From an optimization exercise on the open Yosys and OpenROAD flow, aimed at small area, a short achievable clock period and few clock cycles; shortcuts taken in it are not production practice. Function was not checked in any run shown here: the RTL went through the layout flow alone. Power figures rest on the tool's default switching activity, not on a simulated workload.

==> flow/design.v, too long to show whole: its modules and the start of the top module <==
// module qm_merge_engine: 559 lines
// module qm_top: 169 lines
module qm_top (
    input  logic        clk,
    input  logic        rst_n,
    input  logic        psel,
    input  logic        penable,
    input  logic        pwrite,
    input  logic [11:0] paddr,
    input  logic [31:0] pwdata,
    output logic [31:0] prdata,
    output logic        pready,
    output logic        pslverr
);
  // ...
==> flow/run.sh <==
#!/bin/bash
# synth_recipe.tcl (not shown) runs the flow's synth.tcl, then flattens the netlist and writes it again
# the make line also repeats each setting of config.mk as NAME=value (left out here)
make -C /OpenROAD-flow-scripts/flow DESIGN_CONFIG=/design/flow/config.mk WORK_HOME=/design/flow/orfs CLKGATE_MAP_FILE= SYNTH_SCRIPT=/design/flow/synth_recipe.tcl finish
==> flow/config.mk <==
export PLATFORM = sky130hd
export DESIGN_NAME = qm_top
export DESIGN_NICKNAME = qm_top
export VERILOG_FILES = /design/flow/design.v
export SDC_FILE = /design/flow/constraint.sdc
export NUM_CORES = 8
export LEC_CHECK = 0
export CAP_MARGIN = 30
export CORE_MARGIN = 2
export CORE_UTILIZATION = 40
export SLEW_MARGIN = 20
==> flow/constraint.sdc <==
create_clock -name core_clock -period 12.0 [get_ports {clk}]
set_input_delay 2.4000 -clock core_clock [delete_from_list [all_inputs] [get_ports {clk}]]
set_output_delay 2.4000 -clock core_clock [all_outputs]
set_load 0.01 [all_outputs]
==> reports/qor.yml, run 1 <==
floorplanning:
  die_w_um: 256
  die_h_um: 256
  rows: 92
yosys:
  synth_warnings: 2
  syn-num-nets: 3103
  ys_seq_elements: 541
  synth_commonest_cells: "dfxtp_1 (472), nand2_1 (462), nor2_1 (301), clkbuf_1 (170), nand4_1 (156)"
  synth-edff-count: 69
  yosys-mux-area-fraction_pct: 0.633
sta:
  tightestPinTransition_ns: 1.23
  worst_slack_ns: 5.93
  post-route-min-period_ns: 6.07
  max_freq_mhz: 165
final_layout:
  drive_gt1_share_pct: 9.14
  ff_latch_area_um2: 11500
  fillers: 6264
  nNonClkBuffers: 212
  clock_cell_area_share_pct: 6.13
  largest_reg_flops: 352
  dominant_cells: "multi-input gates"
  largest-register: "ring"
  stdcell_count: 3998
status:
  outcome: "timing/DRC/antenna clean"
placement:
  io_buffers: 81
  place_ws_ns: 5.62
worst_hold_path:
  min_from: "ring[10][10]$_DFF_P_"
  hp-class: "reg -> reg"
flow_run:
  drv_cap: 0
drt:
  first_pass_iters: 10
  drt-initial-drc-count: 4539
  route.detailed.drc: 0
setup_path:
  worst-path-buf-inv: 0
  r2r_end: "ess_cnt[4]$_SDFFE_PN0N_"
pwr:
  cellPowerDensity_nw_per_um2: 157
clock_tree:
  clock_path_buffers: 3
global_route:
  gr-total-overflow: 0
==> module qm_top, before the edit <==
module qm_top (
    input  logic        clk,
    input  logic        rst_n,
    input  logic        psel,
    input  logic        penable,
    input  logic        pwrite,
    input  logic [11:0] paddr,
    input  logic [31:0] pwdata,
    output logic [31:0] prdata,
    output logic        pready,
    output logic        pslverr
);
    function automatic logic [31:0] lowest(input logic [31:0] x);
        logic seen;
        seen = 1'b0;
        for (int i = 0; i < 32; i++) begin
            lowest[i] = x[i] & ~seen;
            seen      = seen | x[i];
        end
    endfunction
    function automatic logic [4:0] enc(input logic [31:0] oh);
        enc = '0;
        for (int i = 0; i < 32; i++) begin
            if (oh[i]) enc = enc | 5'(i);
        end
    endfunction
    logic setup, access;
    logic a_onset, a_ctrl, a_status, a_result, mapped;
    logic [4:0] k;
    assign setup    = psel & ~penable;
    assign access   = psel & penable;
    assign a_onset  = (paddr == 12'h000);
    assign a_ctrl   = (paddr == 12'h004);
    assign a_status = (paddr == 12'h008);
    assign a_result = (paddr[11:7] == 5'b00010) && (paddr[1:0] == 2'b00);
    assign mapped   = a_onset | a_ctrl | a_status | a_result;
    assign k        = paddr[6:2];
    logic [31:0] onset, spec, run_onset;
    logic        busy, busy_q, pend, done;
    logic        chg;
    logic [1:0]  stab;
    logic        prep_ok;
    assign spec = (psel && pwrite && a_onset) ? pwdata : onset;
    assign chg  = ~busy & ((setup & pwrite & a_onset) | busy_q);
    always_ff @(posedge clk) begin
        if (!rst_n) begin
            onset <= '0;
        end else if (access && pwrite && a_onset) begin
            onset <= pwdata;
        end
        if (!busy) begin
            run_onset <= spec;
        end
    end
    logic [31:0] row_nz_c, nz_q;      
    logic [31:0] rowbits;             
    logic [4:0]  mcur;                
    logic [31:0] gt_row, src, src_oh, row_c;
    logic [31:0] v_oh, rest;
    logic [4:0]  v;
    logic        ess;
    logic        prepping;
    logic        start_now, step, first, ins, last, any;
    logic [5:0]  prime_cnt, ess_cnt, pc_base, ec_base;
    logic [4:0]  age;
    qm_merge_engine i_engine (
        .f      (run_onset),
        .row_nz (row_nz_c),
        .row_oh (src_oh),
        .row    (row_c),
        .cmask  (mcur),
        .cval   (v),
        .ess    (ess)
    );
    always_comb begin
        for (int m = 0; m < 32; m++) gt_row[m] = (5'(m) > mcur);
    end
    assign prepping = (~busy | pend) & ~prep_ok;
    assign src    = nz_q & (prepping ? 32'hFFFF_FFFF : gt_row);
    assign src_oh = lowest(src);
    assign v_oh = lowest(rowbits);
    assign v    = enc(v_oh);
    assign rest = rowbits & ~v_oh;
    assign any  = |rowbits;
    assign last = (rest == '0) && (src == '0);
    assign start_now = access & pwrite & a_ctrl & pwdata[0] & ~busy;
    assign step      = (start_now & prep_ok) | (busy & ~pend) | (pend & prep_ok);
    assign first     = step & ~(busy & ~pend);
    assign ins       = step & any;
    assign pc_base = first ? 6'd0 : prime_cnt;
    assign ec_base = first ? 6'd0 : ess_cnt;
    always_ff @(posedge clk) begin
        nz_q <= row_nz_c;
        if (step) begin
            if (rest == '0) begin
                rowbits <= row_c;
                mcur    <= enc(src_oh);
            end else begin
                rowbits <= rest;
            end
        end else if (prepping) begin
            rowbits <= row_c;
            mcur    <= enc(src_oh);
        end
        age <= (first & ins) ? 5'd0 : age + 5'd1;
    end
    always_ff @(posedge clk) begin
        if (!rst_n) begin
            busy      <= 1'b0;
            busy_q    <= 1'b0;
            pend      <= 1'b0;
            done      <= 1'b0;
            stab      <= 2'd0;
            prime_cnt <= '0;
            ess_cnt   <= '0;
        end else begin
            busy_q <= busy;
            if ((!busy || pend) && !chg) begin
                stab <= (stab == 2'd2) ? 2'd2 : stab + 2'd1;
            end else begin
                stab <= 2'd0;
            end
            if (start_now) begin
                busy <= 1'b1;
                done <= 1'b0;
                pend <= ~prep_ok;
            end
            if (step) begin
                prime_cnt <= pc_base + {5'd0, ins};
                ess_cnt   <= ec_base + {5'd0, ins & ess};
                pend      <= 1'b0;
                if (!any || last) begin
                    busy <= 1'b0;
                    done <= 1'b1;
                end else begin
                    busy <= 1'b1;
                    done <= 1'b0;
                end
            end
        end
    end
    assign prep_ok = (stab == 2'd2);
    logic [10:0] ring [32];
    always_ff @(posedge clk) begin
        ring[0] <= ins ? {ess, mcur, v} : ring[31];
        for (int j = 1; j < 32; j++) begin
            ring[j] <= ring[j-1];
        end
    end
    logic [31:0] rd_q;
    logic        err_q;
    logic [10:0] rword;
    logic [31:0] rd_word;
    assign rword = ring[5'(age - k)];
    always_comb begin
        rd_word = '0;
        if (a_onset) rd_word = onset;
        if (a_status) rd_word = {10'd0, ess_cnt, 2'd0, prime_cnt, 6'd0, done, busy};
        if (a_result && ({1'b0, k} < prime_cnt))
            rd_word = {15'd0, rword[10], 3'd0, rword[9:5], 3'd0, rword[4:0]};
    end
    always_ff @(posedge clk) begin
        rd_q  <= pwrite ? 32'd0 : rd_word;
        err_q <= ~mapped | (pwrite & (a_status | a_result));
    end
    assign prdata  = rd_q;
    assign pready  = 1'b1;
    assign pslverr = err_q;
endmodule
==> run 2: changes to the inputs <==
--- a/flow/design.v
+++ b/flow/design.v
@@ -1,16 +1,16 @@
 `timescale 1ns/1ps
 module qm_merge_engine (
     input  logic [31:0] f,        
     output logic [31:0] row_nz,   
     input  logic [31:0] row_oh,   
     output logic [31:0] row,      
     input  logic [4:0]  cmask,    
-    input  logic [4:0]  cval,
+    input  logic [31:0] cval_oh,  
     output logic        ess       
 );
     wire t1 = f[0] & f[1];
     wire t2 = f[2] & f[3];
     wire t3 = f[4] & f[5];
     wire t4 = f[6] & f[7];
     wire t5 = f[8] & f[9];
     wire t6 = f[10] & f[11];
@@ -488,101 +488,264 @@
     assign row_nz[24] = t428 | t429 | t430 | t431 | t432 | t433 | t434 | t435;
     assign row_nz[25] = t436 | t437 | t438 | t439;
     assign row_nz[26] = t440 | t441 | t442 | t443;
     assign row_nz[27] = t444 | t445;
     assign row_nz[28] = t446 | t447 | t448 | t449;
     assign row_nz[29] = t450 | t451;
     assign row_nz[30] = t452 | t453;
     assign row_nz[31] = t211;
-    assign row[0] = (row_oh[0] & t212) | (row_oh[1] & t244) | (row_oh[2] & t260) | (row_oh[3] & t276) | (row_oh[4] & t284) | (row_oh[5] & t300) | (row_oh[6] & t308) | (row_oh[7] & t316) | (row_oh[8] & t320) | (row_oh[9] & t336) | (row_oh[10] & t344) | (row_oh[11] & t352) | (row_oh[12] & t356) | (row_oh[13] & t364) | (row_oh[14] & t368) | (row_oh[15] & t372) | (row_oh[16] & t374) | (row_oh[17] & t390) | (row_oh[18] & t398) | (row_oh[19] & t406) | (row_oh[20] & t410) | (row_oh[21] & t418) | (row_oh[22] & t422) | (row_oh[23] & t426) | (row_oh[24] & t428) | (row_oh[25] & t436) | (row_oh[26] & t440) | (row_oh[27] & t444) | (row_oh[28] & t446) | (row_oh[29] & t450) | (row_oh[30] & t452) | (row_oh[31] & t211);
-    assign row[1] = (row_oh[0] & t213) | (row_oh[2] & t261) | (row_oh[4] & t285) | (row_oh[6] & t309) | (row_oh[8] & t321) | (row_oh[10] & t345) | (row_oh[12] & t357) | (row_oh[14] & t369) | (row_oh[16] & t375) | (row_oh[18] & t399) | (row_oh[20] & t411) | (row_oh[22] & t423) | (row_oh[24] & t429) | (row_oh[26] & t441) | (row_oh[28] & t447) | (row_oh[30] & t453);
-    assign row[2] = (row_oh[0] & t214) | (row_oh[1] & t245) | (row_oh[4] & t286) | (row_oh[5] & t301) | (row_oh[8] & t322) | (row_oh[9] & t337) | (row_oh[12] & t358) | (row_oh[13] & t365) | (row_oh[16] & t376) | (row_oh[17] & t391) | (row_oh[20] & t412) | (row_oh[21] & t419) | (row_oh[24] & t430) | (row_oh[25] & t437) | (row_oh[28] & t448) | (row_oh[29] & t451);
-    assign row[3] = (row_oh[0] & t215) | (row_oh[4] & t287) | (row_oh[8] & t323) | (row_oh[12] & t359) | (row_oh[16] & t377) | (row_oh[20] & t413) | (row_oh[24] & t431) | (row_oh[28] & t449);
-    assign row[4] = (row_oh[0] & t216) | (row_oh[1] & t246) | (row_oh[2] & t262) | (row_oh[3] & t277) | (row_oh[8] & t324) | (row_oh[9] & t338) | (row_oh[10] & t346) | (row_oh[11] & t353) | (row_oh[16] & t378) | (row_oh[17] & t392) | (row_oh[18] & t400) | (row_oh[19] & t407) | (row_oh[24] & t432) | (row_oh[25] & t438) | (row_oh[26] & t442) | (row_oh[27] & t445);
-    assign row[5] = (row_oh[0] & t217) | (row_oh[2] & t263) | (row_oh[8] & t325) | (row_oh[10] & t347) | (row_oh[16] & t379) | (row_oh[18] & t401) | (row_oh[24] & t433) | (row_oh[26] & t443);
-    assign row[6] = (row_oh[0] & t218) | (row_oh[1] & t247) | (row_oh[8] & t326) | (row_oh[9] & t339) | (row_oh[16] & t380) | (row_oh[17] & t393) | (row_oh[24] & t434) | (row_oh[25] & t439);
-    assign row[7] = (row_oh[0] & t219) | (row_oh[8] & t327) | (row_oh[16] & t381) | (row_oh[24] & t435);
-    assign row[8] = (row_oh[0] & t220) | (row_oh[1] & t248) | (row_oh[2] & t264) | (row_oh[3] & t278) | (row_oh[4] & t288) | (row_oh[5] & t302) | (row_oh[6] & t310) | (row_oh[7] & t317) | (row_oh[16] & t382) | (row_oh[17] & t394) | (row_oh[18] & t402) | (row_oh[19] & t408) | (row_oh[20] & t414) | (row_oh[21] & t420) | (row_oh[22] & t424) | (row_oh[23] & t427);
-    assign row[9] = (row_oh[0] & t221) | (row_oh[2] & t265) | (row_oh[4] & t289) | (row_oh[6] & t311) | (row_oh[16] & t383) | (row_oh[18] & t403) | (row_oh[20] & t415) | (row_oh[22] & t425);
-    assign row[10] = (row_oh[0] & t222) | (row_oh[1] & t249) | (row_oh[4] & t290) | (row_oh[5] & t303) | (row_oh[16] & t384) | (row_oh[17] & t395) | (row_oh[20] & t416) | (row_oh[21] & t421);
-    assign row[11] = (row_oh[0] & t223) | (row_oh[4] & t291) | (row_oh[16] & t385) | (row_oh[20] & t417);
-    assign row[12] = (row_oh[0] & t224) | (row_oh[1] & t250) | (row_oh[2] & t266) | (row_oh[3] & t279) | (row_oh[16] & t386) | (row_oh[17] & t396) | (row_oh[18] & t404) | (row_oh[19] & t409);
-    assign row[13] = (row_oh[0] & t225) | (row_oh[2] & t267) | (row_oh[16] & t387) | (row_oh[18] & t405);
-    assign row[14] = (row_oh[0] & t226) | (row_oh[1] & t251) | (row_oh[16] & t388) | (row_oh[17] & t397);
-    assign row[15] = (row_oh[0] & t227) | (row_oh[16] & t389);
-    assign row[16] = (row_oh[0] & t228) | (row_oh[1] & t252) | (row_oh[2] & t268) | (row_oh[3] & t280) | (row_oh[4] & t292) | (row_oh[5] & t304) | (row_oh[6] & t312) | (row_oh[7] & t318) | (row_oh[8] & t328) | (row_oh[9] & t340) | (row_oh[10] & t348) | (row_oh[11] & t354) | (row_oh[12] & t360) | (row_oh[13] & t366) | (row_oh[14] & t370) | (row_oh[15] & t373);
-    assign row[17] = (row_oh[0] & t229) | (row_oh[2] & t269) | (row_oh[4] & t293) | (row_oh[6] & t313) | (row_oh[8] & t329) | (row_oh[10] & t349) | (row_oh[12] & t361) | (row_oh[14] & t371);
-    assign row[18] = (row_oh[0] & t230) | (row_oh[1] & t253) | (row_oh[4] & t294) | (row_oh[5] & t305) | (row_oh[8] & t330) | (row_oh[9] & t341) | (row_oh[12] & t362) | (row_oh[13] & t367);
-    assign row[19] = (row_oh[0] & t231) | (row_oh[4] & t295) | (row_oh[8] & t331) | (row_oh[12] & t363);
-    assign row[20] = (row_oh[0] & t232) | (row_oh[1] & t254) | (row_oh[2] & t270) | (row_oh[3] & t281) | (row_oh[8] & t332) | (row_oh[9] & t342) | (row_oh[10] & t350) | (row_oh[11] & t355);
-    assign row[21] = (row_oh[0] & t233) | (row_oh[2] & t271) | (row_oh[8] & t333) | (row_oh[10] & t351);
-    assign row[22] = (row_oh[0] & t234) | (row_oh[1] & t255) | (row_oh[8] & t334) | (row_oh[9] & t343);
-    assign row[23] = (row_oh[0] & t235) | (row_oh[8] & t335);
-    assign row[24] = (row_oh[0] & t236) | (row_oh[1] & t256) | (row_oh[2] & t272) | (row_oh[3] & t282) | (row_oh[4] & t296) | (row_oh[5] & t306) | (row_oh[6] & t314) | (row_oh[7] & t319);
-    assign row[25] = (row_oh[0] & t237) | (row_oh[2] & t273) | (row_oh[4] & t297) | (row_oh[6] & t315);
-    assign row[26] = (row_oh[0] & t238) | (row_oh[1] & t257) | (row_oh[4] & t298) | (row_oh[5] & t307);
-    assign row[27] = (row_oh[0] & t239) | (row_oh[4] & t299);
-    assign row[28] = (row_oh[0] & t240) | (row_oh[1] & t258) | (row_oh[2] & t274) | (row_oh[3] & t283);
-    assign row[29] = (row_oh[0] & t241) | (row_oh[2] & t275);
-    assign row[30] = (row_oh[0] & t242) | (row_oh[1] & t259);
-    assign row[31] = (row_oh[0] & t243);
-    assign ess = ((cmask[0] | (~cval[0] & ~f[1])) & (cmask[1] | (~cval[1] & ~f[2])) & (cmask[2] | (~cval[2] & ~f[4])) & (cmask[3] | (~cval[3] & ~f[8])) & (cmask[4] | (~cval[4] & ~f[16]))) |
-        ((cmask[0] | (cval[0] & ~f[0])) & (cmask[1] | (~cval[1] & ~f[3])) & (cmask[2] | (~cval[2] & ~f[5])) & (cmask[3] | (~cval[3] & ~f[9])) & (cmask[4] | (~cval[4] & ~f[17]))) |
-        ((cmask[0] | (~cval[0] & ~f[3])) & (cmask[1] | (cval[1] & ~f[0])) & (cmask[2] | (~cval[2] & ~f[6])) & (cmask[3] | (~cval[3] & ~f[10])) & (cmask[4] | (~cval[4] & ~f[18]))) |
-        ((cmask[0] | (cval[0] & ~f[2])) & (cmask[1] | (cval[1] & ~f[1])) & (cmask[2] | (~cval[2] & ~f[7])) & (cmask[3] | (~cval[3] & ~f[11])) & (cmask[4] | (~cval[4] & ~f[19]))) |
-        ((cmask[0] | (~cval[0] & ~f[5])) & (cmask[1] | (~cval[1] & ~f[6])) & (cmask[2] | (cval[2] & ~f[0])) & (cmask[3] | (~cval[3] & ~f[12])) & (cmask[4] | (~cval[4] & ~f[20]))) |
-        ((cmask[0] | (cval[0] & ~f[4])) & (cmask[1] | (~cval[1] & ~f[7])) & (cmask[2] | (cval[2] & ~f[1])) & (cmask[3] | (~cval[3] & ~f[13])) & (cmask[4] | (~cval[4] & ~f[21]))) |
-        ((cmask[0] | (~cval[0] & ~f[7])) & (cmask[1] | (cval[1] & ~f[4])) & (cmask[2] | (cval[2] & ~f[2])) & (cmask[3] | (~cval[3] & ~f[14])) & (cmask[4] | (~cval[4] & ~f[22]))) |
-        ((cmask[0] | (cval[0] & ~f[6])) & (cmask[1] | (cval[1] & ~f[5])) & (cmask[2] | (cval[2] & ~f[3])) & (cmask[3] | (~cval[3] & ~f[15])) & (cmask[4] | (~cval[4] & ~f[23]))) |
-        ((cmask[0] | (~cval[0] & ~f[9])) & (cmask[1] | (~cval[1] & ~f[10])) & (cmask[2] | (~cval[2] & ~f[12])) & (cmask[3] | (cval[3] & ~f[0])) & (cmask[4] | (~cval[4] & ~f[24]))) |
-        ((cmask[0] | (cval[0] & ~f[8])) & (cmask[1] | (~cval[1] & ~f[11])) & (cmask[2] | (~cval[2] & ~f[13])) & (cmask[3] | (cval[3] & ~f[1])) & (cmask[4] | (~cval[4] & ~f[25]))) |
-        ((cmask[0] | (~cval[0] & ~f[11])) & (cmask[1] | (cval[1] & ~f[8])) & (cmask[2] | (~cval[2] & ~f[14])) & (cmask[3] | (cval[3] & ~f[2])) & (cmask[4] | (~cval[4] & ~f[26]))) |
-        ((cmask[0] | (cval[0] & ~f[10])) & (cmask[1] | (cval[1] & ~f[9])) & (cmask[2] | (~cval[2] & ~f[15])) & (cmask[3] | (cval[3] & ~f[3])) & (cmask[4] | (~cval[4] & ~f[27]))) |
-        ((cmask[0] | (~cval[0] & ~f[13])) & (cmask[1] | (~cval[1] & ~f[14])) & (cmask[2] | (cval[2] & ~f[8])) & (cmask[3] | (cval[3] & ~f[4])) & (cmask[4] | (~cval[4] & ~f[28]))) |
-        ((cmask[0] | (cval[0] & ~f[12])) & (cmask[1] | (~cval[1] & ~f[15])) & (cmask[2] | (cval[2] & ~f[9])) & (cmask[3] | (cval[3] & ~f[5])) & (cmask[4] | (~cval[4] & ~f[29]))) |
-        ((cmask[0] | (~cval[0] & ~f[15])) & (cmask[1] | (cval[1] & ~f[12])) & (cmask[2] | (cval[2] & ~f[10])) & (cmask[3] | (cval[3] & ~f[6])) & (cmask[4] | (~cval[4] & ~f[30]))) |
-        ((cmask[0] | (cval[0] & ~f[14])) & (cmask[1] | (cval[1] & ~f[13])) & (cmask[2] | (cval[2] & ~f[11])) & (cmask[3] | (cval[3] & ~f[7])) & (cmask[4] | (~cval[4] & ~f[31]))) |
-        ((cmask[0] | (~cval[0] & ~f[17])) & (cmask[1] | (~cval[1] & ~f[18])) & (cmask[2] | (~cval[2] & ~f[20])) & (cmask[3] | (~cval[3] & ~f[24])) & (cmask[4] | (cval[4] & ~f[0]))) |
-        ((cmask[0] | (cval[0] & ~f[16])) & (cmask[1] | (~cval[1] & ~f[19])) & (cmask[2] | (~cval[2] & ~f[21])) & (cmask[3] | (~cval[3] & ~f[25])) & (cmask[4] | (cval[4] & ~f[1]))) |
-        ((cmask[0] | (~cval[0] & ~f[19])) & (cmask[1] | (cval[1] & ~f[16])) & (cmask[2] | (~cval[2] & ~f[22])) & (cmask[3] | (~cval[3] & ~f[26])) & (cmask[4] | (cval[4] & ~f[2]))) |
-        ((cmask[0] | (cval[0] & ~f[18])) & (cmask[1] | (cval[1] & ~f[17])) & (cmask[2] | (~cval[2] & ~f[23])) & (cmask[3] | (~cval[3] & ~f[27])) & (cmask[4] | (cval[4] & ~f[3]))) |
-        ((cmask[0] | (~cval[0] & ~f[21])) & (cmask[1] | (~cval[1] & ~f[22])) & (cmask[2] | (cval[2] & ~f[16])) & (cmask[3] | (~cval[3] & ~f[28])) & (cmask[4] | (cval[4] & ~f[4]))) |
-        ((cmask[0] | (cval[0] & ~f[20])) & (cmask[1] | (~cval[1] & ~f[23])) & (cmask[2] | (cval[2] & ~f[17])) & (cmask[3] | (~cval[3] & ~f[29])) & (cmask[4] | (cval[4] & ~f[5]))) |
-        ((cmask[0] | (~cval[0] & ~f[23])) & (cmask[1] | (cval[1] & ~f[20])) & (cmask[2] | (cval[2] & ~f[18])) & (cmask[3] | (~cval[3] & ~f[30])) & (cmask[4] | (cval[4] & ~f[6]))) |
-        ((cmask[0] | (cval[0] & ~f[22])) & (cmask[1] | (cval[1] & ~f[21])) & (cmask[2] | (cval[2] & ~f[19])) & (cmask[3] | (~cval[3] & ~f[31])) & (cmask[4] | (cval[4] & ~f[7]))) |
-        ((cmask[0] | (~cval[0] & ~f[25])) & (cmask[1] | (~cval[1] & ~f[26])) & (cmask[2] | (~cval[2] & ~f[28])) & (cmask[3] | (cval[3] & ~f[16])) & (cmask[4] | (cval[4] & ~f[8]))) |
-        ((cmask[0] | (cval[0] & ~f[24])) & (cmask[1] | (~cval[1] & ~f[27])) & (cmask[2] | (~cval[2] & ~f[29])) & (cmask[3] | (cval[3] & ~f[17])) & (cmask[4] | (cval[4] & ~f[9]))) |
-        ((cmask[0] | (~cval[0] & ~f[27])) & (cmask[1] | (cval[1] & ~f[24])) & (cmask[2] | (~cval[2] & ~f[30])) & (cmask[3] | (cval[3] & ~f[18])) & (cmask[4] | (cval[4] & ~f[10]))) |
-        ((cmask[0] | (cval[0] & ~f[26])) & (cmask[1] | (cval[1] & ~f[25])) & (cmask[2] | (~cval[2] & ~f[31])) & (cmask[3] | (cval[3] & ~f[19])) & (cmask[4] | (cval[4] & ~f[11]))) |
-        ((cmask[0] | (~cval[0] & ~f[29])) & (cmask[1] | (~cval[1] & ~f[30])) & (cmask[2] | (cval[2] & ~f[24])) & (cmask[3] | (cval[3] & ~f[20])) & (cmask[4] | (cval[4] & ~f[12]))) |
-        ((cmask[0] | (cval[0] & ~f[28])) & (cmask[1] | (~cval[1] & ~f[31])) & (cmask[2] | (cval[2] & ~f[25])) & (cmask[3] | (cval[3] & ~f[21])) & (cmask[4] | (cval[4] & ~f[13]))) |
-        ((cmask[0] | (~cval[0] & ~f[31])) & (cmask[1] | (cval[1] & ~f[28])) & (cmask[2] | (cval[2] & ~f[26])) & (cmask[3] | (cval[3] & ~f[22])) & (cmask[4] | (cval[4] & ~f[14]))) |
-        ((cmask[0] | (cval[0] & ~f[30])) & (cmask[1] | (cval[1] & ~f[29])) & (cmask[2] | (cval[2] & ~f[27])) & (cmask[3] | (cval[3] & ~f[23])) & (cmask[4] | (cval[4] & ~f[15])));
+    assign row[0] = (row_oh[0] & t212) | (row_oh[1] & t244) | (row_oh[2] & t260) | (row_oh[8] & t320) | (row_oh[15] & t372) | (row_oh[18] & t398) | (row_oh[22] & t422) | (row_oh[27] & t444);
+    assign row[1] = (row_oh[0] & t213) | (row_oh[2] & t261) | (row_oh[5] & t300) | (row_oh[7] & t316) | (row_oh[8] & t321) | (row_oh[17] & t390) | (row_oh[18] & t399) | (row_oh[22] & t423);
+    assign row[2] = (row_oh[0] & t214) | (row_oh[1] & t245) | (row_oh[6] & t308) | (row_oh[8] & t322) | (row_oh[11] & t352) | (row_oh[19] & t406) | (row_oh[26] & t440);
+    assign row[3] = (row_oh[0] & t215) | (row_oh[3] & t276) | (row_oh[5] & t301) | (row_oh[6] & t309) | (row_oh[8] & t323) | (row_oh[17] & t391) | (row_oh[26] & t441);
+    assign row[4] = (row_oh[0] & t216) | (row_oh[1] & t246) | (row_oh[2] & t262) | (row_oh[4] & t284) | (row_oh[8] & t324) | (row_oh[12] & t356) | (row_oh[18] & t400) | (row_oh[27] & t445);
+    assign row[5] = (row_oh[0] & t217) | (row_oh[2] & t263) | (row_oh[4] & t285) | (row_oh[8] & t325) | (row_oh[12] & t357) | (row_oh[17] & t392) | (row_oh[18] & t401);
+    assign row[6] = (row_oh[0] & t218) | (row_oh[1] & t247) | (row_oh[4] & t286) | (row_oh[8] & t326) | (row_oh[11] & t353) | (row_oh[12] & t358) | (row_oh[19] & t407) | (row_oh[26] & t442);
+    assign row[7] = (row_oh[0] & t219) | (row_oh[3] & t277) | (row_oh[4] & t287) | (row_oh[8] & t327) | (row_oh[12] & t359) | (row_oh[17] & t393) | (row_oh[26] & t443);
+    assign row[8] = (row_oh[0] & t220) | (row_oh[1] & t248) | (row_oh[2] & t264) | (row_oh[9] & t336) | (row_oh[18] & t402) | (row_oh[22] & t424) | (row_oh[24] & t428);
+    assign row[9] = (row_oh[0] & t221) | (row_oh[2] & t265) | (row_oh[5] & t302) | (row_oh[7] & t317) | (row_oh[17] & t394) | (row_oh[18] & t403) | (row_oh[22] & t425) | (row_oh[24] & t429);
+    assign row[10] = (row_oh[0] & t222) | (row_oh[1] & t249) | (row_oh[6] & t310) | (row_oh[9] & t337) | (row_oh[10] & t344) | (row_oh[19] & t408) | (row_oh[24] & t430);
+    assign row[11] = (row_oh[0] & t223) | (row_oh[3] & t278) | (row_oh[5] & t303) | (row_oh[6] & t311) | (row_oh[10] & t345) | (row_oh[17] & t395) | (row_oh[24] & t431);
+    assign row[12] = (row_oh[0] & t224) | (row_oh[1] & t250) | (row_oh[2] & t266) | (row_oh[4] & t288) | (row_oh[9] & t338) | (row_oh[14] & t368) | (row_oh[18] & t404) | (row_oh[24] & t432);
+    assign row[13] = (row_oh[0] & t225) | (row_oh[2] & t267) | (row_oh[4] & t289) | (row_oh[13] & t364) | (row_oh[14] & t369) | (row_oh[17] & t396) | (row_oh[18] & t405) | (row_oh[24] & t433);
+    assign row[14] = (row_oh[0] & t226) | (row_oh[1] & t251) | (row_oh[4] & t290) | (row_oh[9] & t339) | (row_oh[10] & t346) | (row_oh[19] & t409) | (row_oh[24] & t434) | (row_oh[30] & t452);
+    assign row[15] = (row_oh[0] & t227) | (row_oh[3] & t279) | (row_oh[4] & t291) | (row_oh[10] & t347) | (row_oh[13] & t365) | (row_oh[17] & t397) | (row_oh[24] & t435) | (row_oh[30] & t453);
+    assign row[16] = (row_oh[0] & t228) | (row_oh[1] & t252) | (row_oh[2] & t268) | (row_oh[8] & t328) | (row_oh[15] & t373) | (row_oh[16] & t374) | (row_oh[20] & t410) | (row_oh[28] & t446);
+    assign row[17] = (row_oh[0] & t229) | (row_oh[2] & t269) | (row_oh[5] & t304) | (row_oh[7] & t318) | (row_oh[8] & t329) | (row_oh[16] & t375) | (row_oh[20] & t411) | (row_oh[28] & t447);
+    assign row[18] = (row_oh[0] & t230) | (row_oh[1] & t253) | (row_oh[6] & t312) | (row_oh[8] & t330) | (row_oh[11] & t354) | (row_oh[16] & t376) | (row_oh[20] & t412) | (row_oh[28] & t448);
+    assign row[19] = (row_oh[0] & t231) | (row_oh[3] & t280) | (row_oh[5] & t305) | (row_oh[6] & t313) | (row_oh[8] & t331) | (row_oh[16] & t377) | (row_oh[20] & t413) | (row_oh[28] & t449);
+    assign row[20] = (row_oh[0] & t232) | (row_oh[1] & t254) | (row_oh[2] & t270) | (row_oh[4] & t292) | (row_oh[8] & t332) | (row_oh[12] & t360) | (row_oh[16] & t378);
+    assign row[21] = (row_oh[0] & t233) | (row_oh[2] & t271) | (row_oh[4] & t293) | (row_oh[8] & t333) | (row_oh[12] & t361) | (row_oh[16] & t379) | (row_oh[21] & t418) | (row_oh[23] & t426);
+    assign row[22] = (row_oh[0] & t234) | (row_oh[1] & t255) | (row_oh[4] & t294) | (row_oh[8] & t334) | (row_oh[11] & t355) | (row_oh[12] & t362) | (row_oh[16] & t380) | (row_oh[31] & t211);
+    assign row[23] = (row_oh[0] & t235) | (row_oh[3] & t281) | (row_oh[4] & t295) | (row_oh[8] & t335) | (row_oh[12] & t363) | (row_oh[16] & t381) | (row_oh[21] & t419);
+    assign row[24] = (row_oh[0] & t236) | (row_oh[1] & t256) | (row_oh[2] & t272) | (row_oh[9] & t340) | (row_oh[16] & t382) | (row_oh[20] & t414) | (row_oh[25] & t436);
+    assign row[25] = (row_oh[0] & t237) | (row_oh[2] & t273) | (row_oh[5] & t306) | (row_oh[7] & t319) | (row_oh[16] & t383) | (row_oh[20] & t415) | (row_oh[29] & t450);
+    assign row[26] = (row_oh[0] & t238) | (row_oh[1] & t257) | (row_oh[6] & t314) | (row_oh[9] & t341) | (row_oh[10] & t348) | (row_oh[16] & t384) | (row_oh[20] & t416) | (row_oh[25] & t437);
+    assign row[27] = (row_oh[0] & t239) | (row_oh[3] & t282) | (row_oh[5] & t307) | (row_oh[6] & t315) | (row_oh[10] & t349) | (row_oh[16] & t385) | (row_oh[20] & t417) | (row_oh[29] & t451);
+    assign row[28] = (row_oh[0] & t240) | (row_oh[1] & t258) | (row_oh[2] & t274) | (row_oh[4] & t296) | (row_oh[9] & t342) | (row_oh[14] & t370) | (row_oh[16] & t386) | (row_oh[25] & t438);
+    assign row[29] = (row_oh[0] & t241) | (row_oh[2] & t275) | (row_oh[4] & t297) | (row_oh[13] & t366) | (row_oh[14] & t371) | (row_oh[16] & t387) | (row_oh[21] & t420) | (row_oh[23] & t427);
+    assign row[30] = (row_oh[0] & t242) | (row_oh[1] & t259) | (row_oh[4] & t298) | (row_oh[9] & t343) | (row_oh[10] & t350) | (row_oh[16] & t388) | (row_oh[25] & t439);
+    assign row[31] = (row_oh[0] & t243) | (row_oh[3] & t283) | (row_oh[4] & t299) | (row_oh[10] & t351) | (row_oh[13] & t367) | (row_oh[16] & t389) | (row_oh[21] & t421);
+    wire z0 = (cmask[0] | ~f[1]) & (cmask[1] | ~f[2]) & (cmask[2] | ~f[4]) & (cmask[3] | ~f[8]) & (cmask[4] | ~f[16]);
+    wire z1 = (cmask[0] | ~f[0]) & (cmask[1] | ~f[3]) & (cmask[2] | ~f[5]) & (cmask[3] | ~f[9]) & (cmask[4] | ~f[17]);
+    wire z2 = (cmask[0] | ~f[3]) & (cmask[1] | ~f[0]) & (cmask[2] | ~f[6]) & (cmask[3] | ~f[10]) & (cmask[4] | ~f[18]);
+    wire z3 = (cmask[0] | ~f[2]) & (cmask[1] | ~f[1]) & (cmask[2] | ~f[7]) & (cmask[3] | ~f[11]) & (cmask[4] | ~f[19]);
+    wire z4 = (cmask[0] | ~f[5]) & (cmask[1] | ~f[6]) & (cmask[2] | ~f[0]) & (cmask[3] | ~f[12]) & (cmask[4] | ~f[20]);
+    wire z5 = (cmask[0] | ~f[4]) & (cmask[1] | ~f[7]) & (cmask[2] | ~f[1]) & (cmask[3] | ~f[13]) & (cmask[4] | ~f[21]);
+    wire z6 = (cmask[0] | ~f[7]) & (cmask[1] | ~f[4]) & (cmask[2] | ~f[2]) & (cmask[3] | ~f[14]) & (cmask[4] | ~f[22]);
+    wire z7 = (cmask[0] | ~f[6]) & (cmask[1] | ~f[5]) & (cmask[2] | ~f[3]) & (cmask[3] | ~f[15]) & (cmask[4] | ~f[23]);
+    wire z8 = (cmask[0] | ~f[9]) & (cmask[1] | ~f[10]) & (cmask[2] | ~f[12]) & (cmask[3] | ~f[0]) & (cmask[4] | ~f[24]);
+    wire z9 = (cmask[0] | ~f[8]) & (cmask[1] | ~f[11]) & (cmask[2] | ~f[13]) & (cmask[3] | ~f[1]) & (cmask[4] | ~f[25]);
+    wire z10 = (cmask[0] | ~f[11]) & (cmask[1] | ~f[8]) & (cmask[2] | ~f[14]) & (cmask[3] | ~f[2]) & (cmask[4] | ~f[26]);
+    wire z11 = (cmask[0] | ~f[10]) & (cmask[1] | ~f[9]) & (cmask[2] | ~f[15]) & (cmask[3] | ~f[3]) & (cmask[4] | ~f[27]);
+    wire z12 = (cmask[0] | ~f[13]) & (cmask[1] | ~f[14]) & (cmask[2] | ~f[8]) & (cmask[3] | ~f[4]) & (cmask[4] | ~f[28]);
+    wire z13 = (cmask[0] | ~f[12]) & (cmask[1] | ~f[15]) & (cmask[2] | ~f[9]) & (cmask[3] | ~f[5]) & (cmask[4] | ~f[29]);
+    wire z14 = (cmask[0] | ~f[15]) & (cmask[1] | ~f[12]) & (cmask[2] | ~f[10]) & (cmask[3] | ~f[6]) & (cmask[4] | ~f[30]);
+    wire z15 = (cmask[0] | ~f[14]) & (cmask[1] | ~f[13]) & (cmask[2] | ~f[11]) & (cmask[3] | ~f[7]) & (cmask[4] | ~f[31]);
+    wire z16 = (cmask[0] | ~f[17]) & (cmask[1] | ~f[18]) & (cmask[2] | ~f[20]) & (cmask[3] | ~f[24]) & (cmask[4] | ~f[0]);
+    wire z17 = (cmask[0] | ~f[16]) & (cmask[1] | ~f[19]) & (cmask[2] | ~f[21]) & (cmask[3] | ~f[25]) & (cmask[4] | ~f[1]);
+    wire z18 = (cmask[0] | ~f[19]) & (cmask[1] | ~f[16]) & (cmask[2] | ~f[22]) & (cmask[3] | ~f[26]) & (cmask[4] | ~f[2]);
+    wire z19 = (cmask[0] | ~f[18]) & (cmask[1] | ~f[17]) & (cmask[2] | ~f[23]) & (cmask[3] | ~f[27]) & (cmask[4] | ~f[3]);
+    wire z20 = (cmask[0] | ~f[21]) & (cmask[1] | ~f[22]) & (cmask[2] | ~f[16]) & (cmask[3] | ~f[28]) & (cmask[4] | ~f[4]);
+    wire z21 = (cmask[0] | ~f[20]) & (cmask[1] | ~f[23]) & (cmask[2] | ~f[17]) & (cmask[3] | ~f[29]) & (cmask[4] | ~f[5]);
+    wire z22 = (cmask[0] | ~f[23]) & (cmask[1] | ~f[20]) & (cmask[2] | ~f[18]) & (cmask[3] | ~f[30]) & (cmask[4] | ~f[6]);
+    wire z23 = (cmask[0] | ~f[22]) & (cmask[1] | ~f[21]) & (cmask[2] | ~f[19]) & (cmask[3] | ~f[31]) & (cmask[4] | ~f[7]);
+    wire z24 = (cmask[0] | ~f[25]) & (cmask[1] | ~f[26]) & (cmask[2] | ~f[28]) & (cmask[3] | ~f[16]) & (cmask[4] | ~f[8]);
+    wire z25 = (cmask[0] | ~f[24]) & (cmask[1] | ~f[27]) & (cmask[2] | ~f[29]) & (cmask[3] | ~f[17]) & (cmask[4] | ~f[9]);
+    wire z26 = (cmask[0] | ~f[27]) & (cmask[1] | ~f[24]) & (cmask[2] | ~f[30]) & (cmask[3] | ~f[18]) & (cmask[4] | ~f[10]);
+    wire z27 = (cmask[0] | ~f[26]) & (cmask[1] | ~f[25]) & (cmask[2] | ~f[31]) & (cmask[3] | ~f[19]) & (cmask[4] | ~f[11]);
+    wire z28 = (cmask[0] | ~f[29]) & (cmask[1] | ~f[30]) & (cmask[2] | ~f[24]) & (cmask[3] | ~f[20]) & (cmask[4] | ~f[12]);
+    wire z29 = (cmask[0] | ~f[28]) & (cmask[1] | ~f[31]) & (cmask[2] | ~f[25]) & (cmask[3] | ~f[21]) & (cmask[4] | ~f[13]);
+    wire z30 = (cmask[0] | ~f[31]) & (cmask[1] | ~f[28]) & (cmask[2] | ~f[26]) & (cmask[3] | ~f[22]) & (cmask[4] | ~f[14]);
+    wire z31 = (cmask[0] | ~f[30]) & (cmask[1] | ~f[29]) & (cmask[2] | ~f[27]) & (cmask[3] | ~f[23]) & (cmask[4] | ~f[15]);
+    wire t454 = z0 | (cmask[0] & z1);
+    wire t455 = z1 | (cmask[0] & z0);
+    wire t456 = z2 | (cmask[0] & z3);
+    wire t457 = z3 | (cmask[0] & z2);
+    wire t458 = z4 | (cmask[0] & z5);
+    wire t459 = z5 | (cmask[0] & z4);
+    wire t460 = z6 | (cmask[0] & z7);
+    wire t461 = z7 | (cmask[0] & z6);
+    wire t462 = z8 | (cmask[0] & z9);
+    wire t463 = z9 | (cmask[0] & z8);
+    wire t464 = z10 | (cmask[0] & z11);
+    wire t465 = z11 | (cmask[0] & z10);
+    wire t466 = z12 | (cmask[0] & z13);
+    wire t467 = z13 | (cmask[0] & z12);
+    wire t468 = z14 | (cmask[0] & z15);
+    wire t469 = z15 | (cmask[0] & z14);
+    wire t470 = z16 | (cmask[0] & z17);
+    wire t471 = z17 | (cmask[0] & z16);
+    wire t472 = z18 | (cmask[0] & z19);
+    wire t473 = z19 | (cmask[0] & z18);
+    wire t474 = z20 | (cmask[0] & z21);
+    wire t475 = z21 | (cmask[0] & z20);
+    wire t476 = z22 | (cmask[0] & z23);
+    wire t477 = z23 | (cmask[0] & z22);
+    wire t478 = z24 | (cmask[0] & z25);
+    wire t479 = z25 | (cmask[0] & z24);
+    wire t480 = z26 | (cmask[0] & z27);
+    wire t481 = z27 | (cmask[0] & z26);
+    wire t482 = z28 | (cmask[0] & z29);
+    wire t483 = z29 | (cmask[0] & z28);
+    wire t484 = z30 | (cmask[0] & z31);
+    wire t485 = z31 | (cmask[0] & z30);
+    wire t486 = t454 | (cmask[1] & t456);
+    wire t487 = t455 | (cmask[1] & t457);
+    wire t488 = t456 | (cmask[1] & t454);
+    wire t489 = t457 | (cmask[1] & t455);
+    wire t490 = t458 | (cmask[1] & t460);
+    wire t491 = t459 | (cmask[1] & t461);
+    wire t492 = t460 | (cmask[1] & t458);
+    wire t493 = t461 | (cmask[1] & t459);
+    wire t494 = t462 | (cmask[1] & t464);
+    wire t495 = t463 | (cmask[1] & t465);
+    wire t496 = t464 | (cmask[1] & t462);
+    wire t497 = t465 | (cmask[1] & t463);
+    wire t498 = t466 | (cmask[1] & t468);
+    wire t499 = t467 | (cmask[1] & t469);
+    wire t500 = t468 | (cmask[1] & t466);
+    wire t501 = t469 | (cmask[1] & t467);
+    wire t502 = t470 | (cmask[1] & t472);
+    wire t503 = t471 | (cmask[1] & t473);
+    wire t504 = t472 | (cmask[1] & t470);
+    wire t505 = t473 | (cmask[1] & t471);
+    wire t506 = t474 | (cmask[1] & t476);
+    wire t507 = t475 | (cmask[1] & t477);
+    wire t508 = t476 | (cmask[1] & t474);
+    wire t509 = t477 | (cmask[1] & t475);
+    wire t510 = t478 | (cmask[1] & t480);
+    wire t511 = t479 | (cmask[1] & t481);
+    wire t512 = t480 | (cmask[1] & t478);
+    wire t513 = t481 | (cmask[1] & t479);
+    wire t514 = t482 | (cmask[1] & t484);
+    wire t515 = t483 | (cmask[1] & t485);
+    wire t516 = t484 | (cmask[1] & t482);
+    wire t517 = t485 | (cmask[1] & t483);
+    wire t518 = t486 | (cmask[2] & t490);
+    wire t519 = t487 | (cmask[2] & t491);
+    wire t520 = t488 | (cmask[2] & t492);
+    wire t521 = t489 | (cmask[2] & t493);
+    wire t522 = t490 | (cmask[2] & t486);
+    wire t523 = t491 | (cmask[2] & t487);
+    wire t524 = t492 | (cmask[2] & t488);
+    wire t525 = t493 | (cmask[2] & t489);
+    wire t526 = t494 | (cmask[2] & t498);
+    wire t527 = t495 | (cmask[2] & t499);
+    wire t528 = t496 | (cmask[2] & t500);
+    wire t529 = t497 | (cmask[2] & t501);
+    wire t530 = t498 | (cmask[2] & t494);
+    wire t531 = t499 | (cmask[2] & t495);
+    wire t532 = t500 | (cmask[2] & t496);
+    wire t533 = t501 | (cmask[2] & t497);
+    wire t534 = t502 | (cmask[2] & t506);
+    wire t535 = t503 | (cmask[2] & t507);
+    wire t536 = t504 | (cmask[2] & t508);
+    wire t537 = t505 | (cmask[2] & t509);
+    wire t538 = t506 | (cmask[2] & t502);
+    wire t539 = t507 | (cmask[2] & t503);
+    wire t540 = t508 | (cmask[2] & t504);
+    wire t541 = t509 | (cmask[2] & t505);
+    wire t542 = t510 | (cmask[2] & t514);
+    wire t543 = t511 | (cmask[2] & t515);
+    wire t544 = t512 | (cmask[2] & t516);
+    wire t545 = t513 | (cmask[2] & t517);
+    wire t546 = t514 | (cmask[2] & t510);
+    wire t547 = t515 | (cmask[2] & t511);
+    wire t548 = t516 | (cmask[2] & t512);
+    wire t549 = t517 | (cmask[2] & t513);
+    wire t550 = t518 | (cmask[3] & t526);
+    wire t551 = t519 | (cmask[3] & t527);
+    wire t552 = t520 | (cmask[3] & t528);
+    wire t553 = t521 | (cmask[3] & t529);
+    wire t554 = t522 | (cmask[3] & t530);
+    wire t555 = t523 | (cmask[3] & t531);
+    wire t556 = t524 | (cmask[3] & t532);
+    wire t557 = t525 | (cmask[3] & t533);
+    wire t558 = t526 | (cmask[3] & t518);
+    wire t559 = t527 | (cmask[3] & t519);
+    wire t560 = t528 | (cmask[3] & t520);
+    wire t561 = t529 | (cmask[3] & t521);
+    wire t562 = t530 | (cmask[3] & t522);
+    wire t563 = t531 | (cmask[3] & t523);
+    wire t564 = t532 | (cmask[3] & t524);
+    wire t565 = t533 | (cmask[3] & t525);
+    wire t566 = t534 | (cmask[3] & t542);
+    wire t567 = t535 | (cmask[3] & t543);
+    wire t568 = t536 | (cmask[3] & t544);
+    wire t569 = t537 | (cmask[3] & t545);
+    wire t570 = t538 | (cmask[3] & t546);
+    wire t571 = t539 | (cmask[3] & t547);
+    wire t572 = t540 | (cmask[3] & t548);
+    wire t573 = t541 | (cmask[3] & t549);
+    wire t574 = t542 | (cmask[3] & t534);
+    wire t575 = t543 | (cmask[3] & t535);
+    wire t576 = t544 | (cmask[3] & t536);
+    wire t577 = t545 | (cmask[3] & t537);
+    wire t578 = t546 | (cmask[3] & t538);
+    wire t579 = t547 | (cmask[3] & t539);
+    wire t580 = t548 | (cmask[3] & t540);
+    wire t581 = t549 | (cmask[3] & t541);
+    wire t582 = t550 | (cmask[4] & t566);
+    wire t583 = t551 | (cmask[4] & t567);
+    wire t584 = t552 | (cmask[4] & t568);
+    wire t585 = t553 | (cmask[4] & t569);
+    wire t586 = t554 | (cmask[4] & t570);
+    wire t587 = t555 | (cmask[4] & t571);
+    wire t588 = t556 | (cmask[4] & t572);
+    wire t589 = t557 | (cmask[4] & t573);
+    wire t590 = t558 | (cmask[4] & t574);
+    wire t591 = t559 | (cmask[4] & t575);
+    wire t592 = t560 | (cmask[4] & t576);
+    wire t593 = t561 | (cmask[4] & t577);
+    wire t594 = t562 | (cmask[4] & t578);
+    wire t595 = t563 | (cmask[4] & t579);
+    wire t596 = t564 | (cmask[4] & t580);
+    wire t597 = t565 | (cmask[4] & t581);
+    wire t598 = t566 | (cmask[4] & t550);
+    wire t599 = t567 | (cmask[4] & t551);
+    wire t600 = t568 | (cmask[4] & t552);
+    wire t601 = t569 | (cmask[4] & t553);
+    wire t602 = t570 | (cmask[4] & t554);
+    wire t603 = t571 | (cmask[4] & t555);
+    wire t604 = t572 | (cmask[4] & t556);
+    wire t605 = t573 | (cmask[4] & t557);
+    wire t606 = t574 | (cmask[4] & t558);
+    wire t607 = t575 | (cmask[4] & t559);
+    wire t608 = t576 | (cmask[4] & t560);
+    wire t609 = t577 | (cmask[4] & t561);
+    wire t610 = t578 | (cmask[4] & t562);
+    wire t611 = t579 | (cmask[4] & t563);
+    wire t612 = t580 | (cmask[4] & t564);
+    wire t613 = t581 | (cmask[4] & t565);
+    assign ess = (cval_oh[0] & t582) | (cval_oh[1] & t583) | (cval_oh[2] & t584) | (cval_oh[3] & t585) | (cval_oh[4] & t586) | (cval_oh[5] & t587) | (cval_oh[6] & t588) | (cval_oh[7] & t589) | (cval_oh[8] & t590) | (cval_oh[9] & t591) | (cval_oh[10] & t592) | (cval_oh[11] & t593) | (cval_oh[12] & t594) | (cval_oh[13] & t595) | (cval_oh[14] & t596) | (cval_oh[15] & t597) | (cval_oh[16] & t598) | (cval_oh[17] & t599) | (cval_oh[18] & t600) | (cval_oh[19] & t601) | (cval_oh[20] & t602) | (cval_oh[21] & t603) | (cval_oh[22] & t604) | (cval_oh[23] & t605) | (cval_oh[24] & t606) | (cval_oh[25] & t607) | (cval_oh[26] & t608) | (cval_oh[27] & t609) | (cval_oh[28] & t610) | (cval_oh[29] & t611) | (cval_oh[30] & t612) | (cval_oh[31] & t613);
 endmodule
 `timescale 1ns/1ps
 module qm_top (
     input  logic        clk,
     input  logic        rst_n,
     input  logic        psel,
     input  logic        penable,
     input  logic        pwrite,
     input  logic [11:0] paddr,
     input  logic [31:0] pwdata,
     output logic [31:0] prdata,
     output logic        pready,
     output logic        pslverr
 );
     function automatic logic [31:0] lowest(input logic [31:0] x);
-        logic seen;
-        seen = 1'b0;
-        for (int i = 0; i < 32; i++) begin
-            lowest[i] = x[i] & ~seen;
-            seen      = seen | x[i];
+        logic [31:0] p;
+        p = x;
+        for (int s = 0; s < 5; s++) begin
+            for (int i = 0; i < 32; i++) begin
+                if ((i >> s) & 1) p[i] = p[i] | p[((i >> s) << s) - 1];
+            end
         end
+        lowest = x & ~{p[30:0], 1'b0};
     endfunction
     function automatic logic [4:0] enc(input logic [31:0] oh);
         enc = '0;
         for (int i = 0; i < 32; i++) begin
             if (oh[i]) enc = enc | 5'(i);
         end
     endfunction
     logic setup, access;
@@ -608,67 +771,79 @@
             onset <= '0;
         end else if (access && pwrite && a_onset) begin
             onset <= pwdata;
         end
         if (!busy) begin
             run_onset <= spec;
         end
     end
-    logic [31:0] row_nz_c, nz_q;      
+    logic [31:0] row_nz_c;            
     logic [31:0] rowbits;             
     logic [4:0]  mcur;                
-    logic [31:0] gt_row, src, src_oh, row_c;
+    logic [31:0] rr;                  
+    logic [31:0] src_oh, row_c;
     logic [31:0] v_oh, rest;
     logic [4:0]  v;
     logic        ess;
-    logic        prepping;
+    logic        prepping, go_q;
     logic        start_now, step, first, ins, last, any;
-    logic [5:0]  prime_cnt, ess_cnt, pc_base, ec_base;
-    logic [4:0]  age;
+    logic [5:0]  prime_cnt, ess_cnt, pc_inc, ec_inc;
+    logic [3:0]  age_lo;              
+    logic [7:0]  age_hi;              
     qm_merge_engine i_engine (
         .f      (run_onset),
         .row_nz (row_nz_c),
         .row_oh (src_oh),
         .row    (row_c),
         .cmask  (mcur),
-        .cval   (v),
+        .cval_oh(v_oh),
         .ess    (ess)
     );
-    always_comb begin
-        for (int m = 0; m < 32; m++) gt_row[m] = (5'(m) > mcur);
-    end
     assign prepping = (~busy | pend) & ~prep_ok;
-    assign src    = nz_q & (prepping ? 32'hFFFF_FFFF : gt_row);
-    assign src_oh = lowest(src);
+    assign src_oh = lowest(rr);
     assign v_oh = lowest(rowbits);
-    assign v    = enc(v_oh);
+    assign v    = enc(v_oh) & ~mcur;    
     assign rest = rowbits & ~v_oh;
     assign any  = |rowbits;
-    assign last = (rest == '0) && (src == '0);
-    assign start_now = access & pwrite & a_ctrl & pwdata[0] & ~busy;
+    assign last = (rest == '0) && (rr == '0);
+    always_ff @(posedge clk) begin
+        go_q <= rst_n & setup & pwrite & a_ctrl & pwdata[0];
+    end
+    assign start_now = go_q & ~busy;
     assign step      = (start_now & prep_ok) | (busy & ~pend) | (pend & prep_ok);
     assign first     = step & ~(busy & ~pend);
     assign ins       = step & any;
-    assign pc_base = first ? 6'd0 : prime_cnt;
-    assign ec_base = first ? 6'd0 : ess_cnt;
+    assign pc_inc = prime_cnt + 6'd1;
+    assign ec_inc = ess_cnt + 6'd1;
     always_ff @(posedge clk) begin
-        nz_q <= row_nz_c;
         if (step) begin
             if (rest == '0) begin
                 rowbits <= row_c;
                 mcur    <= enc(src_oh);
+                rr      <= rr & ~src_oh;
             end else begin
                 rowbits <= rest;
             end
         end else if (prepping) begin
-            rowbits <= row_c;
-            mcur    <= enc(src_oh);
+            if (stab == 2'd0) begin
+                rr      <= row_nz_c;
+            end else begin
+                rowbits <= row_c;
+                mcur    <= enc(src_oh);
+                rr      <= rr & ~src_oh;
+            end
+        end
+        if (first & ins) begin
+            age_lo <= 4'b0001;
+            age_hi <= 8'b0000_0001;
+        end else begin
+            age_lo <= {age_lo[2:0], age_lo[3]};
+            if (age_lo[3]) age_hi <= {age_hi[6:0], age_hi[7]};
         end
-        age <= (first & ins) ? 5'd0 : age + 5'd1;
     end
     always_ff @(posedge clk) begin
         if (!rst_n) begin
             busy      <= 1'b0;
             busy_q    <= 1'b0;
             pend      <= 1'b0;
             done      <= 1'b0;
             stab      <= 2'd0;
@@ -682,18 +857,19 @@
                 stab <= 2'd0;
             end
             if (start_now) begin
                 busy <= 1'b1;
                 done <= 1'b0;
                 pend <= ~prep_ok;
             end
             if (step) begin
-                prime_cnt <= pc_base + {5'd0, ins};
-                ess_cnt   <= ec_base + {5'd0, ins & ess};
+                prime_cnt <= first ? {5'd0, ins} : pc_inc;
+                if (first)           ess_cnt <= {5'd0, ins & ess};
+                else if (ins && ess) ess_cnt <= ec_inc;
                 pend      <= 1'b0;
                 if (!any || last) begin
                     busy <= 1'b0;
                     done <= 1'b1;
                 end else begin
                     busy <= 1'b1;
                     done <= 1'b0;
                 end
@@ -703,28 +879,50 @@
     assign prep_ok = (stab == 2'd2);
     logic [10:0] ring [32];
     always_ff @(posedge clk) begin
         ring[0] <= ins ? {ess, mcur, v} : ring[31];
         for (int j = 1; j < 32; j++) begin
             ring[j] <= ring[j-1];
         end
     end
-    logic [31:0] rd_q;
-    logic        err_q;
+    logic        rd_onset, rd_status, err_q;
+    logic [10:0] rd_q;
     logic [10:0] rword;
-    logic [31:0] rd_word;
-    assign rword = ring[5'(age - k)];
+    logic [3:0]  k_lo_oh, lo_oh;
+    logic [7:0]  k_hi_oh, hi0_oh, hi_oh;
+    logic        lo_borrow;
+    logic [10:0] grp [8];
     always_comb begin
-        rd_word = '0;
-        if (a_onset) rd_word = onset;
-        if (a_status) rd_word = {10'd0, ess_cnt, 2'd0, prime_cnt, 6'd0, done, busy};
-        if (a_result && ({1'b0, k} < prime_cnt))
-            rd_word = {15'd0, rword[10], 3'd0, rword[9:5], 3'd0, rword[4:0]};
+        for (int i = 0; i < 4; i++) k_lo_oh[i] = (k[1:0] == 2'(i));
+        for (int i = 0; i < 8; i++) k_hi_oh[i] = (k[4:2] == 3'(i));
+        lo_borrow = 1'b0;
+        for (int a = 0; a < 4; a++) lo_borrow = lo_borrow | (age_lo[a] & (k[1:0] > 2'(a)));
+        for (int l = 0; l < 4; l++) begin
+            lo_oh[l] = 1'b0;
+            for (int a = 0; a < 4; a++) lo_oh[l] = lo_oh[l] | (age_lo[a] & k_lo_oh[(a - l + 4) % 4]);
+        end
+        for (int h = 0; h < 8; h++) begin
+            hi0_oh[h] = 1'b0;
+            for (int a = 0; a < 8; a++) hi0_oh[h] = hi0_oh[h] | (age_hi[a] & k_hi_oh[(a - h + 8) % 8]);
+        end
+        for (int h = 0; h < 8; h++) hi_oh[h] = lo_borrow ? hi0_oh[(h + 1) % 8] : hi0_oh[h];
+        for (int h = 0; h < 8; h++) begin
+            grp[h] = '0;
+            for (int l = 0; l < 4; l++) grp[h] = grp[h] | (lo_oh[l] ? ring[4*h + l] : 11'd0);
+        end
+        rword = '0;
+        for (int h = 0; h < 8; h++) rword = rword | (hi_oh[h] ? grp[h] : 11'd0);
     end
     always_ff @(posedge clk) begin
-        rd_q  <= pwrite ? 32'd0 : rd_word;
-        err_q <= ~mapped | (pwrite & (a_status | a_result));
+        rd_q      <= (~pwrite & a_result & ({1'b0, k} < prime_cnt)) ? rword : 11'd0;
+        rd_onset  <= ~pwrite & a_onset;
+        rd_status <= ~pwrite & a_status;
+        err_q     <= ~mapped | (pwrite & (a_status | a_result));
+    end
+    always_comb begin
+        prdata = {15'd0, rd_q[10], 3'd0, rd_q[9:5], 3'd0, rd_q[4:0]};
+        if (rd_onset)  prdata = prdata | onset;
+        if (rd_status) prdata = prdata | {10'd0, ess_cnt, 2'd0, prime_cnt, 6'd0, done, busy};
     end
-    assign prdata  = rd_q;
     assign pready  = 1'b1;
     assign pslverr = err_q;
 endmodule
==> flow/flow/run.sh (new file) <==
#!/bin/bash
# Standard ORFS flow, with timing repair aiming past the clock target and
# plain buffers on the ports.
set -euo pipefail
bash standard.sh SETUP_SLACK_MARGIN=8 'BUFFER_PORTS_ARGS=-buffer_cell sky130_fd_sc_hd__buf_2' finish > standard.log 2>&1
==> flow/standard.sh (new file) <==
#!/bin/bash
# synth_recipe.tcl (not shown) runs the flow's synth.tcl, then flattens the netlist and writes it again
# the make line also repeats each setting of config.mk as NAME=value (left out here)
make -C /OpenROAD-flow-scripts/flow DESIGN_CONFIG=/design/flow/config.mk WORK_HOME=/design/flow/orfs CLKGATE_MAP_FILE= SYNTH_SCRIPT=/design/flow/synth_recipe.tcl "${@:-finish}"
removed: flow/run.sh
==> run 2 against run 1 <==
  * Highest routed layer unchanged
  * Register-to-register slack better by 1.8 ns
  * Clock-buffer cell count up 13
  * Non-clock buffer count rose by 21
  * Via count grew 5.3%
  * Synthesized cell count grew 8.5%
  * Combinational power is 93% higher
  * Largest power group unchanged
==> reports/qor.yml, run 2 <==
setup_path:
  r2r_end: "rowbits[31]$_DFFE_PP_"
  critPathLaunchType: "flip-flop"
  worst_path_max_delay_cell: "nor2_2"
  crit_required_ns: 12.37
  rrSetupSlack_ns: 7.78
  path_max_fanout: 13
  cp_top_family: "simple AND/OR/NAND/NOR gates"
  reg2reg_depth: 12
  end_kind: "flip-flop"
  slowest_delay_ns: 0.46
  timing.rr.start: "run_onset[31]$_DFFE_PN_"
  worst-path-buf-inv: 2  # +2
  crit_type: "reg -> reg"
  crit_chain: "buf_6 > clkinvlp_4 > nor2_2 > nand3_1 > nor2_2 > nor4_1 > a222oi_1 > o21ai_0 > a21oi_1 > o41ai_1 > nor3_1 > a21oi_1"
  worstPathArrival_ns: 4.59
placement:
  place_ws_ns: 6.27  # +0.649 ns
  dp_hpwl_um: 93200
  dpl-instance-area_um2: 28900
  placedCellCount: 4123
  io_buffers: 81  # unchanged
  gp_congestion: 1.14
sta:
  hold_viol: 0
  finalSetupViolCount: 0
  finClkSkew_ns: 0.0562
  slew_headroom_pct: 22.1
  tightestPinTransition_ns: 1.16  # -0.0660 ns
  whs_ns: 0.316
  post-route-min-period_ns: 4.22  # -1.85 ns
  worst_slack_ns: 7.78  # +1.85 ns
  max_freq_mhz: 237  # +44%
  grt_setup_unrepaired: "yes"
  finalSetupTns_ns: 0
  slew_viol_final: 0
  finalCritPeriodShare_pct: 35.2
yosys:
  async_flop_share_pct: 0
  synthCells: 3293
  ys_seq_elements: 530  # -2.0%
  syn-num-nets: 3353  # +8.1%
  synth.top_cell.area_share_pct: 31.2
  synthFlopType: "dfxtp_1"
  synth_top_cell_by_area: "dfxtp_1"
  synth-edff-count: 101  # +46%
  synth_commonest_cells: "nand2_1 (462), dfxtp_1 (429), nor2_1 (303), a22oi_1 (224), clkbuf_1 (174)"
  yosysMostFrequentCell: "nand2_1"
  synth_cell_type_count: 105
  synth_warnings: 3  # +1
  syn_area_per_cell_um2: 8.35
  synth-seq-area-share_pct: 42.2
  ys_top_cells_by_area: "dfxtp_1 (31%), edfxtp_1 (11%), nand2_1 (6.3%), a22oi_1 (6.1%), nor2_1 (4.1%)"
  syn_area_um2: 27500
drt:
  vias: 29200
  drtAntennaViolNets: 0
  routed_wirelength_um: 135000
  via_per_inst: 6.79
  avgRoutedWirePerCell_um: 31.4
  route.detailed.drc: 0  # unchanged
  first_pass_iters: 6  # -4
  drt-initial-drc-count: 4495  # -0.97%
worst_hold_path:
  whs_path_depth: 0
  min_from: "ring[7][3]$_DFF_P_"
  min_to: "ring[8][3]$_DFF_P_"
  hp-class: "reg -> reg"
global_route:
  use_met1_pct: 46.1
  use_met3_pct: 8.91
  grt.busiest_layer: "met2"
  gr-usage-all-layers_pct: 36.6
  met2_usage_pct: 55.7
  grt_pass1_wl_um: 191000
  gr-total-overflow: 0  # unchanged
  grt_max_degree: 69
  grt_pass1_vias: 27100
  antenna_found_initial: 6
floorplanning:
  ios: 83
  start_util_pct: 40.2
  core_um2: 68300
  die_h_um: 266  # +3.8%
  die_w_um: 266  # +3.8%
  rows: 96  # +4.3%
  fp.dieArea_um2: 70900
clock_tree:
  cts_max_level: 2
  clock_path_buffers: 3  # unchanged
  cts_hold_buffers: 0
  clock_sinks: 530
  cts_tree: "yes"
  path_clk_slew_ns: 0.06
  cts-root-buf: "clkbuf_16"
  numCtsBuffers: 56
  worstSkewPairLatency_ns: 0.66
final_layout:
  layout_commonest_cell: "nand2_1"
  stdcell_count: 4303  # +7.6%
  largest_reg_flops: 352  # unchanged
  largest-register: "ring"
  fin_util_pct: 47.3
  mostFrequentLayoutCells: "nand2_1 (458), dfxtp_1 (427), nor2_1 (290), a22oi_1 (221), nand3_1 (135)"
  fin_area_um2: 32400
  fin_nets: 3432
  area_growth_pct: 17.6
  drive_gt1_share_pct: 14.7  # +5.5 points
pwr:
  cellPowerDensity_nw_per_um2: 185  # +18%
  leakage_nw: 11.5
  vdd_drop_max_mv: 0.198
  total_power_mw: 5.98
status:
  outcome: "timing/DRC/antenna clean"
flow_run:
  drv_cap: 0  # unchanged
==> run 2: changes by cell type after synthesis, moves of 16 or more <==
cell,change
a21oi_1,+16
a22o_1,-16
a22oi_1,+79
dfxtp_1,-43
edfxtp_1,+32
mux2_2,+37
nand2b_1,+92
nand3_1,+42
nand4_1,-45
o2111ai_1,+23
o221ai_1,+23
==> run 2: cell type report <==
type	count	area, um^2
multi-input cells	2502	15500
clock inverters	21	268
diodes	2	5.00
clock buffers	84	1650
repair buffers	233	2000
flip-flops and latches	530	11600
repair inverters	1	7.51
fillers	6725	36000
inverters	48	203
well taps	882	1100
==> run 2: cell families after synthesis <==
| logic type | after synthesis | synth area share, % |
|---|---|---|
| buffers and inverters | 263 | 3.78 |
| adders and majority gates | 15 | 0.650 |
| DFF | 530 | 42.2 |
| xor gates and xnor gates | 5 | 0.159 |
| AOI/OAI and AO/OA | 907 | 23.3 |
| other | 1 | 0.0136 |
| muxes | 60 | 2.54 |
| and+or+nand+nor | 1512 | 27.3 |
==> run 2: worst max path at each step <==
| stage | start | end | cells past startpoint |
|---|---|---|---|
| final | run_onset[31]$_DFFE_PN_ | rowbits[31]$_DFFE_PP_ | 12 |
| after detailed placement | paddr[4] | onset[3]$_SDFFE_PN0P_ | 11 |
| after CTS | rd_onset$_DFF_P_ | prdata[8] | 3 |
| after global routing | rd_onset$_DFF_P_ | prdata[10] | 3 |
| after floorplan | paddr[7] | run_onset[10]$_DFFE_PN_ | 6 |
| after global placement | paddr[4] | onset[5]$_SDFFE_PN0P_ | 11 |
==> run 2: timing repair <==
item / 4_1_cts / 5_1_grt
setup endpoints to repair: 182 / 114
buffers inserted: 23 / 37
resized for setup: 63 / 98
pin swaps: 8 / 24
gates cloned: 4 / 7
==> run 2: per-layer routing <==
layer | wire [um] | vias up | share of wire, %
met3 | 14600 | 602 | 11
li1 | - | 12600 | -
met4 | 10800 | 6 | 8.0
met5 | 74 | - | 0.055
met2 | 57900 | 1944 | 43
met1 | 51600 | 14000 | 38
==> run 2: power breakdown <==
group	total (mW)	switching, mW	internal, mW
clock network	1.79	0.761	1.02
logic	1.95	1.36	0.595
registers	2.24	0.218	2.02
total	5.98	2.34	3.64

-- afterwards: timing with drivers on the ports --
No port has a modelled driver above. Below, the same layouts with a new extraction and two added sets of constraints.
Step 1 assumes that a clkbuf_16 drives the clock port and a buf_2 every other input.
Step 2 adds t to the input delays and takes it off the output delays; t is the mean of the earliest and latest rising clock arrival at the registers after step 1. Input paths then give back, and output paths get back, about the clock's delay inside the block.
Slacks: no drivers / after step 1 / after step 2; pairs: no drivers / after step 1.
run	shift t [ns]	setup WS [ns]	worst register clock-pin slew, ns
run 1	0.687	5.931 / 5.931 / 5.449	0.08 / 0.08
run 2	0.701	7.777 / 7.777 / 7.423	0.08 / 0.08
After both steps setup and hold are still met in every run listed. The setup slack of run 1, which loses most, moves by 0.000 ns with the drivers and by -0.482 ns with both steps.
